Source: an optimization exercise on an open RTL-to-GDS flow (aim: small area and few clock cycles). Production flows keep margins and buffers that such runs may drop. At most, simulation tests tie the RTL to the original design; equivalence was not proved.

==> inputs of run X <==
Design mvuTop, start of the top module:
module mvuTop (
	input  logic                           clk,
	input  logic                           rst,
	input  logic                           wWr,
	input  logic [mvuPkg::FOLD_WIDTH-1:0]  wAddr,
	input  logic [mvuPkg::WTILE_WIDTH-1:0] wData,
	input  logic [mvuPkg::FOLD_WIDTH-1:0]  foldCount,
	input  logic                           aStrobe,
	input  logic [mvuPkg::ATILE_WIDTH-1:0] aData,
	input  logic                           aPad,
	output logic                           outVld,
	output logic [mvuPkg::OUT_WIDTH-1:0]   outData,
	output logic [mvuPkg::LANE_WIDTH-1:0]  outLane,
	output logic                           hold
);
==> module mvuTop, before the edit <==
module mvuTop (
	input  logic                           clk,
	input  logic                           rst,
	input  logic                           wWr,
	input  logic [mvuPkg::FOLD_WIDTH-1:0]  wAddr,
	input  logic [mvuPkg::WTILE_WIDTH-1:0] wData,
	input  logic [mvuPkg::FOLD_WIDTH-1:0]  foldCount,
	input  logic                           aStrobe,
	input  logic [mvuPkg::ATILE_WIDTH-1:0] aData,
	input  logic                           aPad,
	output logic                           outVld,
	output logic [mvuPkg::OUT_WIDTH-1:0]   outData,
	output logic [mvuPkg::LANE_WIDTH-1:0]  outLane,
	output logic                           hold
);
	localparam int N = QDEPTH;
	localparam int OW = $clog2(N + 1);
	logic [WTILE_WIDTH-1:0] mem [8];
	always_ff @(posedge clk) begin
		if (wWr)
			mem[wAddr] <= wData;
	end
	logic [7:0] pos;
	logic       atEnd;
	logic       atStart;
	assign atEnd = pos[foldCount];
	assign atStart = pos[0];
	always_ff @(posedge clk) begin
		if (rst)
			pos <= 8'd1;
		else if (aStrobe)
			pos <= atEnd ? 8'd1 : {pos[6:0], 1'b0};
	end
	logic [WTILE_WIDTH-1:0] w;
	logic [ATILE_WIDTH-1:0] av;
	logic [9:0]             rowA [2];
	logic [9:0]             rowB [2];
	logic [9:0]             csA [2];
	logic [9:0]             csB [2];
	logic                   firstA;	 
	logic                   lastA;	 
	always_comb begin
		w = '0;
		for (int k = 0; k < 8; k++)
			w = w | (pos[k] ? mem[k] : '0);
	end
	assign av = (aStrobe && !aPad) ? aData : '0;
	for (genvar pe = 0; pe < 2; pe++) begin : g_pe
		dotCS dotCS_i (
			.w    (w[pe*16 +: 16]),
			.a    (av),
			.rowA (rowA[pe]),
			.rowB (rowB[pe])
		);
	end
	always_ff @(posedge clk) begin
		for (int pe = 0; pe < 2; pe++) begin
			csA[pe] <= rowA[pe];
			csB[pe] <= rowB[pe];
		end
	end
	always_ff @(posedge clk) begin
		if (rst) begin
			firstA <= 1'b0;
			lastA <= 1'b0;
		end else begin
			firstA <= aStrobe && atStart;
			lastA <= aStrobe && atEnd;
		end
	end
	logic signed [ACC_WIDTH-1:0] acc [2];
	logic signed [ACC_WIDTH-1:0] accNext [2];
	always_comb begin
		for (int pe = 0; pe < 2; pe++)
			accNext[pe] = (firstA ? '0 : acc[pe]) + ACC_WIDTH'(csA[pe]) + ACC_WIDTH'(csB[pe])
				- ACC_WIDTH'(480);
	end
	always_ff @(posedge clk) begin
		for (int pe = 0; pe < 2; pe++)
			acc[pe] <= accNext[pe];
	end
	function automatic logic [OUT_WIDTH-1:0] requant(input logic signed [ACC_WIDTH-1:0] v);
		if (v[ACC_WIDTH-1])
			requant = '0;
		else if (|v[ACC_WIDTH-2:OUT_WIDTH+2])
			requant = '1;
		else
			requant = v[OUT_WIDTH+1:2];
	endfunction
	logic [OUT_WIDTH-1:0] q [N];
	logic [OW-1:0]        occ;
	logic [OW-1:0]        base;
	logic [OW-1:0]        occNext;
	logic [OW-1:0]        occAfter;
	logic                 lane;
	assign base = occ - OW'(occ != '0);
	assign occNext = base + (lastA ? OW'(2) : OW'(0));
	assign occAfter = occNext - OW'(occNext != '0);
	always_ff @(posedge clk) begin
		for (int i = 0; i < N; i++) begin
			if (lastA && OW'(i) == base)
				q[i] <= requant(accNext[0]);
			else if (lastA && OW'(i) == base + 1'b1)
				q[i] <= requant(accNext[1]);
			else if (i < N - 1)
				q[i] <= q[i + 1];
		end
	end
	always_ff @(posedge clk) begin
		if (rst) begin
			occ <= '0;
			lane <= 1'b0;
		end else begin
			occ <= occNext;
			if (occ != '0)
				lane <= !lane;
		end
	end
	assign outVld = (occ != '0);
	assign outData = q[0];
	assign outLane = lane;
	assign hold = (32'(occAfter) + 2 > N);
endmodule
Settings: LEC_CHECK=0, CAP_MARGIN=20, CORE_MARGIN=2, CORE_UTILIZATION=70, CTS_BUF_LIST=sky130_fd_sc_hd__clkbuf_8, CTS_CLUSTER_DIAMETER=50, CTS_CLUSTER_SIZE=20, SLEW_MARGIN=20; clock period 5.0 ns.
standard.sh (not shown) runs the stock make flow with config.mk's settings and CLKGATE_MAP_FILE= SYNTH_SCRIPT=/design/flow/synth_recipe.tcl, a recipe that flattens the netlist after the stock synthesis.
==> flow/flow/run.sh <==
#!/bin/bash
# Standard layout with two changes: the port buffers are plain buffers, and
# after synthesis the full adders' polarities are rebalanced to drop
# inverters (fapol.py; a full adder with all pins complemented is the same
# function, so the netlist's behaviour and registers are unchanged).
set -euo pipefail
export BUFFER_PORTS_ARGS="-buffer_cell sky130_fd_sc_hd__buf_1"
RES=$PWD/orfs/results/sky130hd/mvuTop/base
bash standard.sh $RES/1_2_yosys.v > standard_synth.log 2>&1
cp $RES/1_2_yosys.v $RES/1_2_yosys.std.v
python3 flow/fapol.py $RES/1_2_yosys.std.v $RES/1_2_yosys.v > fapol.log 2>&1
bash standard.sh > standard.log 2>&1
Other scripts of this flow, unchanged in this note and not shown: flow/flow/fapol.py
==> inputs of run E, as changes to run X <==
--- a/flow/design.v
+++ b/flow/design.v
@@ -7,3 +7,2 @@
 	localparam int unsigned ACC_WIDTH = 13;	 
-	localparam int unsigned QDEPTH = 3;	 
 endpackage
@@ -220,4 +219,2 @@
 );
-	localparam int N = QDEPTH;
-	localparam int OW = $clog2(N + 1);
 	logic [WTILE_WIDTH-1:0] mem [8];
@@ -277,6 +274,20 @@
 	logic signed [ACC_WIDTH-1:0] accNext [2];
+	logic [ACC_WIDTH-1:0] accIn [2];
+	logic [ACC_WIDTH-1:0] x [2];
+	logic [ACC_WIDTH-1:0] y [2];
+	localparam logic [ACC_WIDTH-1:0] BIAS = ACC_WIDTH'(-480);
 	always_comb begin
-		for (int pe = 0; pe < 2; pe++)
-			accNext[pe] = (firstA ? '0 : acc[pe]) + ACC_WIDTH'(csA[pe]) + ACC_WIDTH'(csB[pe])
-				- ACC_WIDTH'(480);
+		for (int pe = 0; pe < 2; pe++) begin
+			accIn[pe] = firstA ? '0 : acc[pe];
+			for (int k = 0; k < ACC_WIDTH; k++) begin
+				if (k < 10) begin
+					x[pe][k] = accIn[pe][k] ^ csA[pe][k] ^ csB[pe][k];
+					y[pe][k] = (accIn[pe][k] & csA[pe][k]) | (accIn[pe][k] & csB[pe][k]) | (csA[pe][k] & csB[pe][k]);
+				end else begin
+					x[pe][k] = accIn[pe][k];
+					y[pe][k] = 1'b0;
+				end
+			end
+			accNext[pe] = x[pe] + {y[pe][ACC_WIDTH-2:0], 1'b0} + BIAS;
+		end
 	end
@@ -294,20 +305,17 @@
 	endfunction
-	logic [OUT_WIDTH-1:0] q [N];
-	logic [OW-1:0]        occ;
-	logic [OW-1:0]        base;
-	logic [OW-1:0]        occNext;
-	logic [OW-1:0]        occAfter;
-	logic                 lane;
-	assign base = occ - OW'(occ != '0);
-	assign occNext = base + (lastA ? OW'(2) : OW'(0));
-	assign occAfter = occNext - OW'(occNext != '0);
+	logic fin;
+	logic [OUT_WIDTH-1:0] q0;
+	logic [OUT_WIDTH-1:0] q1;
+	logic [1:0]           occ;
+	logic [1:0]           base;
+	logic                 push;
+	logic                 finNext;
+	logic [1:0]           occNext;
+	assign base = occ - 2'(occ != '0);
+	assign push = fin && (base == '0);
+	assign finNext = (fin && !push) || lastA;
+	assign occNext = push ? 2'd2 : base;
 	always_ff @(posedge clk) begin
-		for (int i = 0; i < N; i++) begin
-			if (lastA && OW'(i) == base)
-				q[i] <= requant(accNext[0]);
-			else if (lastA && OW'(i) == base + 1'b1)
-				q[i] <= requant(accNext[1]);
-			else if (i < N - 1)
-				q[i] <= q[i + 1];
-		end
+		q0 <= push ? requant(acc[0]) : q1;
+		q1 <= requant(acc[1]);
 	end
@@ -316,7 +324,6 @@
 			occ <= '0;
-			lane <= 1'b0;
+			fin <= 1'b0;
 		end else begin
 			occ <= occNext;
-			if (occ != '0)
-				lane <= !lane;
+			fin <= finNext;
 		end
@@ -324,5 +331,5 @@
 	assign outVld = (occ != '0);
-	assign outData = q[0];
-	assign outLane = lane;
-	assign hold = (32'(occAfter) + 2 > N);
+	assign outData = q0;
+	assign outLane = (occ == 2'd1);
+	assign hold = finNext && (occNext == 2'd2);
 endmodule
Settings changed: CAP_MARGIN 20 to 0, GPL_ROUTABILITY_DRIVEN from default to 0, GPL_TIMING_DRIVEN from default to 0, SLEW_MARGIN 20 to 0.
==> inputs of run H, as changes to run X <==
--- a/flow/design.v
+++ b/flow/design.v
@@ -7,3 +7,2 @@
 	localparam int unsigned ACC_WIDTH = 13;	 
-	localparam int unsigned QDEPTH = 3;	 
 endpackage
@@ -220,4 +219,2 @@
 );
-	localparam int N = QDEPTH;
-	localparam int OW = $clog2(N + 1);
 	logic [WTILE_WIDTH-1:0] mem [8];
@@ -277,6 +274,20 @@
 	logic signed [ACC_WIDTH-1:0] accNext [2];
+	logic [ACC_WIDTH-1:0] accIn [2];
+	logic [ACC_WIDTH-1:0] x [2];
+	logic [ACC_WIDTH-1:0] y [2];
+	localparam logic [ACC_WIDTH-1:0] BIAS = ACC_WIDTH'(-480);
 	always_comb begin
-		for (int pe = 0; pe < 2; pe++)
-			accNext[pe] = (firstA ? '0 : acc[pe]) + ACC_WIDTH'(csA[pe]) + ACC_WIDTH'(csB[pe])
-				- ACC_WIDTH'(480);
+		for (int pe = 0; pe < 2; pe++) begin
+			accIn[pe] = firstA ? '0 : acc[pe];
+			for (int k = 0; k < ACC_WIDTH; k++) begin
+				if (k < 10) begin
+					x[pe][k] = accIn[pe][k] ^ csA[pe][k] ^ csB[pe][k];
+					y[pe][k] = (accIn[pe][k] & csA[pe][k]) | (accIn[pe][k] & csB[pe][k]) | (csA[pe][k] & csB[pe][k]);
+				end else begin
+					x[pe][k] = accIn[pe][k];
+					y[pe][k] = 1'b0;
+				end
+			end
+			accNext[pe] = x[pe] + {y[pe][ACC_WIDTH-2:0], 1'b0} + BIAS;
+		end
 	end
@@ -294,20 +305,17 @@
 	endfunction
-	logic [OUT_WIDTH-1:0] q [N];
-	logic [OW-1:0]        occ;
-	logic [OW-1:0]        base;
-	logic [OW-1:0]        occNext;
-	logic [OW-1:0]        occAfter;
-	logic                 lane;
-	assign base = occ - OW'(occ != '0);
-	assign occNext = base + (lastA ? OW'(2) : OW'(0));
-	assign occAfter = occNext - OW'(occNext != '0);
+	logic fin;
+	logic [OUT_WIDTH-1:0] q0;
+	logic [OUT_WIDTH-1:0] q1;
+	logic [1:0]           occ;
+	logic [1:0]           base;
+	logic                 push;
+	logic                 finNext;
+	logic [1:0]           occNext;
+	assign base = occ - 2'(occ != '0);
+	assign push = fin && (base == '0);
+	assign finNext = (fin && !push) || lastA;
+	assign occNext = push ? 2'd2 : base;
 	always_ff @(posedge clk) begin
-		for (int i = 0; i < N; i++) begin
-			if (lastA && OW'(i) == base)
-				q[i] <= requant(accNext[0]);
-			else if (lastA && OW'(i) == base + 1'b1)
-				q[i] <= requant(accNext[1]);
-			else if (i < N - 1)
-				q[i] <= q[i + 1];
-		end
+		q0 <= push ? requant(acc[0]) : q1;
+		q1 <= requant(acc[1]);
 	end
@@ -316,7 +324,6 @@
 			occ <= '0;
-			lane <= 1'b0;
+			fin <= 1'b0;
 		end else begin
 			occ <= occNext;
-			if (occ != '0)
-				lane <= !lane;
+			fin <= finNext;
 		end
@@ -324,5 +331,5 @@
 	assign outVld = (occ != '0);
-	assign outData = q[0];
-	assign outLane = lane;
-	assign hold = (32'(occAfter) + 2 > N);
+	assign outData = q0;
+	assign outLane = (occ == 2'd1);
+	assign hold = finNext && (occNext == 2'd2);
 endmodule
Settings changed: CORE_UTILIZATION 70 to 88.
==> flow_summary.toml <==
[floorplan]
rows = 56

[synthesis]
syn-num-nets = 1426

[detailed_routing]
dr_wl_met2_mm = 18.4

[worst_setup_path]
reg2reg_slack_ns = 0.38

[power]
p_comb_mw = 4.28
powerSeq_mw = 3.69

[run_status]
status = "timing/DRC/antenna clean"

[final_layout]
buf_share_pct = 3.63
top_register = "mem"
-- figures above: run X

==> flow_summary.toml <==
[detailed_routing]
dr_wl_met2_mm = 18.3

[power]
powerSeq_mw = 3.63
p_comb_mw = 3.08

[run_status]
status = "timing/DRC/antenna clean"

[final_layout]
top_register = "mem"
buf_share_pct = 3.88

[floorplan]
rows = 55

[timing]
finalSetupViolations = 0

[worst_setup_path]
reg2reg_slack_ns = 0.14

[synthesis]
syn-num-nets = 1363
-- figures above: run E

==> flow_summary.toml <==
[cts]
cts_made_buffers = 26
cts_setup_buffers = 0
cts_hold_buf = 0

[floorplan]
rows = 49
start_util_pct = 89.3

[synthesis]
syn-num-nets = 1363
ys_warn_count = 17

[grt]
grt_start_max_net_pins = 36
met1_usage_pct = 72.8

[run_status]
failed_stage = "5_1_grt"
status = "did not finish"
error = "[ERROR GRT-0232] Routing congestion too high. Check the congestion heatmap in the GUI."
-- figures above: run H

Testbench counts of run X, summed over its fixed seeds: cycles 9,873.
No functional check of the RTL was part of run E and run H.

==> re-timing with driven ports <==
In the flow no input, the clock included, has a driving cell. The finished layouts below were timed again as built, in two steps.
Step 1: set_driving_cell puts a clkbuf_16 on clk and a buf_2 on each other input, an assumption about the parent block.
Step 2 times the ports against the registers' clock, not the clock port: input delays grow and output delays shrink by t, the midpoint of the rising clock arrivals with the driver on.
Slacks: ideal / step 1 / step 2; pairs: ideal / step 1.
run | t (ns) | setup slack, ns | hold WS [ns] | worst setup path after step 2
run X | 0.655 | 0.378 / 0.378 / -0.064 | 0.436 / 0.436 / 0.436 | input to register
run E | 0.655 | 0.138 / 0.138 / -0.445 | 0.450 / 0.450 / 0.450 | input to register
Met with ideal ports but missed after step 2: setup timing in run X and run E. For run E, which loses most, drivers alone change the setup slack by 0.000 ns; drivers and shift together by -0.583 ns.
